This design comes from an exercise in tuning for small area, a short achievable clock period and few clock cycles per item on the open sky130 flow, not from production work. At most, simulation tests tie the RTL to the original design; equivalence was not proved. Power and IR drop assume default switching activity.

==> flow/design.v (excerpt) <==
module mosaic_scroll_pixel_remap_core (
    input  logic                 clk,
    input  logic                 rst_n,
    input  logic                 start,
    output logic                 busy,
    input  logic                 req_type,
    input  logic [8:0]           dest_x,
    input  logic [7:0]           dest_y,
    input  logic [4:0]           tile_size,
    input  logic [9:0]           cur_scroll_x,
    input  logic [9:0]           snap_scroll_x,
    input  logic [9:0]           cur_scroll_y,
    input  logic [9:0]           snap_scroll_y,
    input  logic                 track_scroll,
    input  logic [31:0]          pixel_in,
    output logic                 done,
    output logic                 write_enable,
    output logic [8:0]           source_x,
    output logic [7:0]           source_y,
    output logic [31:0]          pixel_out,
    input  logic                 cfg_we,
    input  logic [2:0]           cfg_index,
    input  logic [9:0]           cfg_data
);
    logic [8:0] nwm1_reg;
    logic [7:0] nhm1_reg;
    logic [8:0] m_reg;
    logic [3:0] num_reg;
    logic [3:0] dm1_reg;
    logic       ext_reg;
    logic       keep_reg;    
    logic [3:0] nbx_reg;     
    logic       keep_n;
    logic       keep_d;
  ...
export LEC_CHECK = 0
export ABC_AREA = 1
export CAP_MARGIN = 20
export CORE_MARGIN = 2
export CORE_UTILIZATION = 40
export SETUP_SLACK_MARGIN = 2.3
export SLEW_MARGIN = 20
create_clock -name core_clock -period 5.5 [get_ports {clk}]
standard.sh (not shown) runs the stock make flow with config.mk's settings and CLKGATE_MAP_FILE= SYNTH_SCRIPT=/design/flow/synth_recipe.tcl, a recipe that flattens the netlist after the stock synthesis.
==> flow/flow/run.sh <==
#!/bin/bash
# The standard layout (the standard.sh, unchanged synthesis and steps),
# with two changes to how the layout is made:
#  - buffer_ports buffers every input and output port with
#    sky130_fd_sc_hd__buf_1 instead of the delay cell it picks by default;
#  - clock tree synthesis does not add dummy loads, and clusters up to 16 sinks per leaf buffer.
set -euo pipefail
export BUFFER_PORTS_ARGS="-buffer_cell sky130_fd_sc_hd__buf_1"
export CTS_ARGS="-sink_clustering_enable -repair_clock_nets -dont_use_dummy_load -sink_clustering_size 16 -sink_clustering_max_diameter 60 -buf_list {sky130_fd_sc_hd__clkbuf_8}"
bash standard.sh > standard_flow.log 2>&1
Then changed:
--- a/flow/design.v
+++ b/flow/design.v
@@ -130,57 +130,63 @@
         xm_e = {1'b0, dest_x} - {1'b0, m_reg};
         p0_e = msr_pkg::mul8x4(pixel_in[7:0], nb);
         p1_e = msr_pkg::mul8x4(pixel_in[15:8], nb);
         p2_e = msr_pkg::mul8x4(pixel_in[23:16], nb);
         if (req_type)
             side_e = {db, 16'd0, pixel_in[31:24]};
         else
             side_e = {sm1_e, xm_e[9], 1'b0, by_e, bx_e};
-        cu_e = {(xm_e[8] ^ xm_e[9]) & (sm1_e != 4'd0), xm_e[7:0] ^ {8{xm_e[9]}}};
+        cu_e = xm_e[8:0] ^ {9{xm_e[9]}};
     end
     logic        vld_1;
     logic        typ_1;
-    logic        sel0_1;     
-    logic        sel1_1;     
-    logic        sel2_1;
     logic [27:0] side_1;
     logic [11:0] p0_1, p1_1, p2_1;
     logic [8:0]  cu_1;
     logic [7:0]  cy_1;
     always_ff @(posedge clk or negedge rst_n)
     begin
         if (!rst_n)
             vld_1 <= 1'b0;
         else
             vld_1 <= start;
     end
     always_ff @(posedge clk)
     begin
         typ_1  <= req_type;
-        sel0_1 <= req_type & start;
-        sel1_1 <= req_type | !start;
-        sel2_1 <= req_type ^ !start;
         side_1 <= side_e;
         p0_1   <= p0_e;
         p1_1   <= p1_e;
         p2_1   <= p2_e;
         cu_1   <= cu_e;
         cy_1   <= dest_y;
     end
     logic [3:0]  r0_1, r1_1, r2_1;
     logic [7:0]  q0_1, q1_1, q2_1;
     always_comb
     begin
-        r0_1 = sel0_1 ? p0_1[11:8] : {3'b000, cu_1[8]};
-        q0_1 = sel0_1 ? p0_1[7:0] : cu_1[7:0];
-        r1_1 = sel1_1 ? p1_1[11:8] : {side_1[23], side_1[21:19]};
-        q1_1 = sel1_1 ? p1_1[7:0] : side_1[18:11];
-        r2_1 = sel2_1 ? p2_1[11:8] : 4'd0;
-        q2_1 = sel2_1 ? p2_1[7:0] : cy_1;
+        if (typ_1)
+        begin
+            r0_1 = p0_1[11:8];
+            q0_1 = p0_1[7:0];
+            r1_1 = p1_1[11:8];
+            q1_1 = p1_1[7:0];
+            r2_1 = p2_1[11:8];
+            q2_1 = p2_1[7:0];
+        end
+        else
+        begin
+            r0_1 = {3'b000, cu_1[8] & (side_1[27:24] != 4'd0)};
+            q0_1 = cu_1[7:0];
+            r1_1 = {side_1[23], side_1[21:19]};
+            q1_1 = side_1[18:11];
+            r2_1 = 4'd0;
+            q2_1 = cy_1;
+        end
     end
     logic [3:0]  dl1_1;
     assign dl1_1 = side_1[27:24] | {4{!typ_1}};
     logic [3:0]  r0_1_0;
     logic [7:0]  q0_1_0;
     assign {r0_1_0, q0_1_0} = msr_pkg::div_step(r0_1, q0_1, side_1[27:24]);
     logic [3:0]  r1_1_0;
     logic [7:0]  q1_1_0;
After rerunning:
- final area shrinks by 0.40%
- global-route usage goes up by 0.22 points
- power fell by 5.5%
- worst hold slack improves by 0.010 ns
- clock-buffer cell count went down by 1
- maximum frequency grows by 4.0%
Testbench counts after the change, summed over its fixed seeds: cycles 13,184, items 12,800.
For the first run of this note, only the layout was checked, not whether the RTL still works.

* * *

Another version of the RTL of mosaic_scroll_pixel_remap_core (not shown whole).
Size: roughly 2700 cells after synthesis.
export LEC_CHECK = 0
export ABC_AREA = 1
export CAP_MARGIN = 20
export CORE_MARGIN = 2
export CORE_UTILIZATION = 40
export SETUP_SLACK_MARGIN = 2.4
export SLEW_MARGIN = 20
create_clock -name core_clock -period 5.5 [get_ports {clk}]
Scripts as last shown in full above: flow/flow/run.sh
Change:
--- a/flow/design.v
+++ b/flow/design.v
@@ -134,63 +134,69 @@
         dy_e = (cur_scroll_y - snap_scroll_y) & {10{track_scroll}};
         bx_e = {2'b00, dest_x} + {dx_e[9], dx_e};
         by_e = {3'b000, dest_y} + {dy_e[9], dy_e};
         xm_e = {1'b0, dest_x} - {1'b0, m_reg};
         p0_e = msr_pkg::mul_booth(pixel_in[7:0], bc_reg);
         p1_e = msr_pkg::mul_booth(pixel_in[15:8], bc_reg);
         p2_e = msr_pkg::mul_booth(pixel_in[23:16], bc_reg);
         if (req_type)
             side_e = {db, 16'd0, pixel_in[31:24]};
         else
             side_e = {sm1_e, xm_e[9], 1'b0, by_e, bx_e};
-        cu_e = {(xm_e[8] ^ xm_e[9]) & (sm1_e != 4'd0), xm_e[7:0] ^ {8{xm_e[9]}}};
+        cu_e = xm_e[8:0] ^ {9{xm_e[9]}};
     end
     logic        vld_1;
     logic        typ_1;
-    logic        sel0_1;     
-    logic        sel1_1;     
-    logic        sel2_1;
     logic [27:0] side_1;
     logic [11:0] p0_1, p1_1, p2_1;
     logic [8:0]  cu_1;
     logic [7:0]  cy_1;
     always_ff @(posedge clk or negedge rst_n)
     begin
         if (!rst_n)
             vld_1 <= 1'b0;
         else
             vld_1 <= start;
     end
     always_ff @(posedge clk)
     begin
         typ_1  <= req_type;
-        sel0_1 <= req_type & start;
-        sel1_1 <= req_type | !start;
-        sel2_1 <= req_type ^ !start;
         side_1 <= side_e;
         p0_1   <= p0_e;
         p1_1   <= p1_e;
         p2_1   <= p2_e;
         cu_1   <= cu_e;
         cy_1   <= dest_y;
     end
     logic [3:0]  r0_1, r1_1, r2_1;
     logic [7:0]  q0_1, q1_1, q2_1;
     always_comb
     begin
-        r0_1 = sel0_1 ? p0_1[11:8] : {3'b000, cu_1[8]};
-        q0_1 = sel0_1 ? p0_1[7:0] : cu_1[7:0];
-        r1_1 = sel1_1 ? p1_1[11:8] : 4'd0;
-        q1_1 = sel1_1 ? p1_1[7:0] : 8'd0;
-        r2_1 = sel2_1 ? p2_1[11:8] : 4'd0;
-        q2_1 = sel2_1 ? p2_1[7:0] : cy_1;
+        if (typ_1)
+        begin
+            r0_1 = p0_1[11:8];
+            q0_1 = p0_1[7:0];
+            r1_1 = p1_1[11:8];
+            q1_1 = p1_1[7:0];
+            r2_1 = p2_1[11:8];
+            q2_1 = p2_1[7:0];
+        end
+        else
+        begin
+            r0_1 = {3'b000, cu_1[8] & (side_1[27:24] != 4'd0)};
+            q0_1 = cu_1[7:0];
+            r1_1 = 4'd0;
+            q1_1 = 8'd0;
+            r2_1 = 4'd0;
+            q2_1 = cy_1;
+        end
     end
     logic [3:0]  r0_1_0;
     logic [7:0]  q0_1_0;
     assign {r0_1_0, q0_1_0} = msr_pkg::div_step(r0_1, q0_1, side_1[27:24]);
     logic [3:0]  r1_1_0;
     logic [7:0]  q1_1_0;
     assign {r1_1_0, q1_1_0} = msr_pkg::div_step(r1_1, q1_1, side_1[27:24]);
     logic [3:0]  r2_1_0;
     logic [7:0]  q2_1_0;
     assign {r2_1_0, q2_1_0} = msr_pkg::div_step(r2_1, q2_1, side_1[27:24]);
     logic [3:0]  r0_1_1;
Result: Total power falls by 3.6%; die area is about the same; utilization is about the same; sequential share of layout area falls by 0.28 points; worst hold slack degrades by 0.0096 ns; worst setup slack improves by 0.0041 ns; final area stays flat; combinational power falls by 6.2%; sequential cell count falls by 3.
No functional check of the RTL was part of any run of this note.

what the ideal ports hide:
In the flow no input, the clock included, has a driving cell. The finished layouts below were timed again as built, in two steps. Step 1 (the two cells are an assumption about what drives the block):
set clk [get_ports {clk}]
set_driving_cell -lib_cell sky130_fd_sc_hd__clkbuf_16 $clk
set_driving_cell -lib_cell sky130_fd_sc_hd__buf_2 [delete_from_list [all_inputs] $clk]
Step 2 adds t to the input delays and takes it off the output delays; t is the mean of the earliest and latest rising clock arrival at the registers after step 1. Input paths then give back, and output paths get back, about the clock's delay inside the block. a / b / c = ideal / step 1 / step 2; a / b = the first two.
run	t, ns	setup slack, ns	worst register clock-pin slew, ns	worst data-port slew with drivers (ns)	cell pins on the clock port's net
the first run of note 1	0.627	2.279 / 2.288 / 1.676	0.09 / 0.09	0.07	1
the second run of note 1	0.619	2.402 / 2.402 / 1.852	0.10 / 0.10	0.07	1
the first run of note 2	0.644	2.459 / 2.459 / 1.894	0.10 / 0.10	0.10	1
the second run of note 2	0.651	2.463 / 2.463 / 1.934	0.11 / 0.11	0.08	1
After both steps every run listed still meets setup and hold. For the first run of note 1, which loses most, drivers alone change the setup slack by +0.009 ns; drivers and shift together by -0.603 ns.
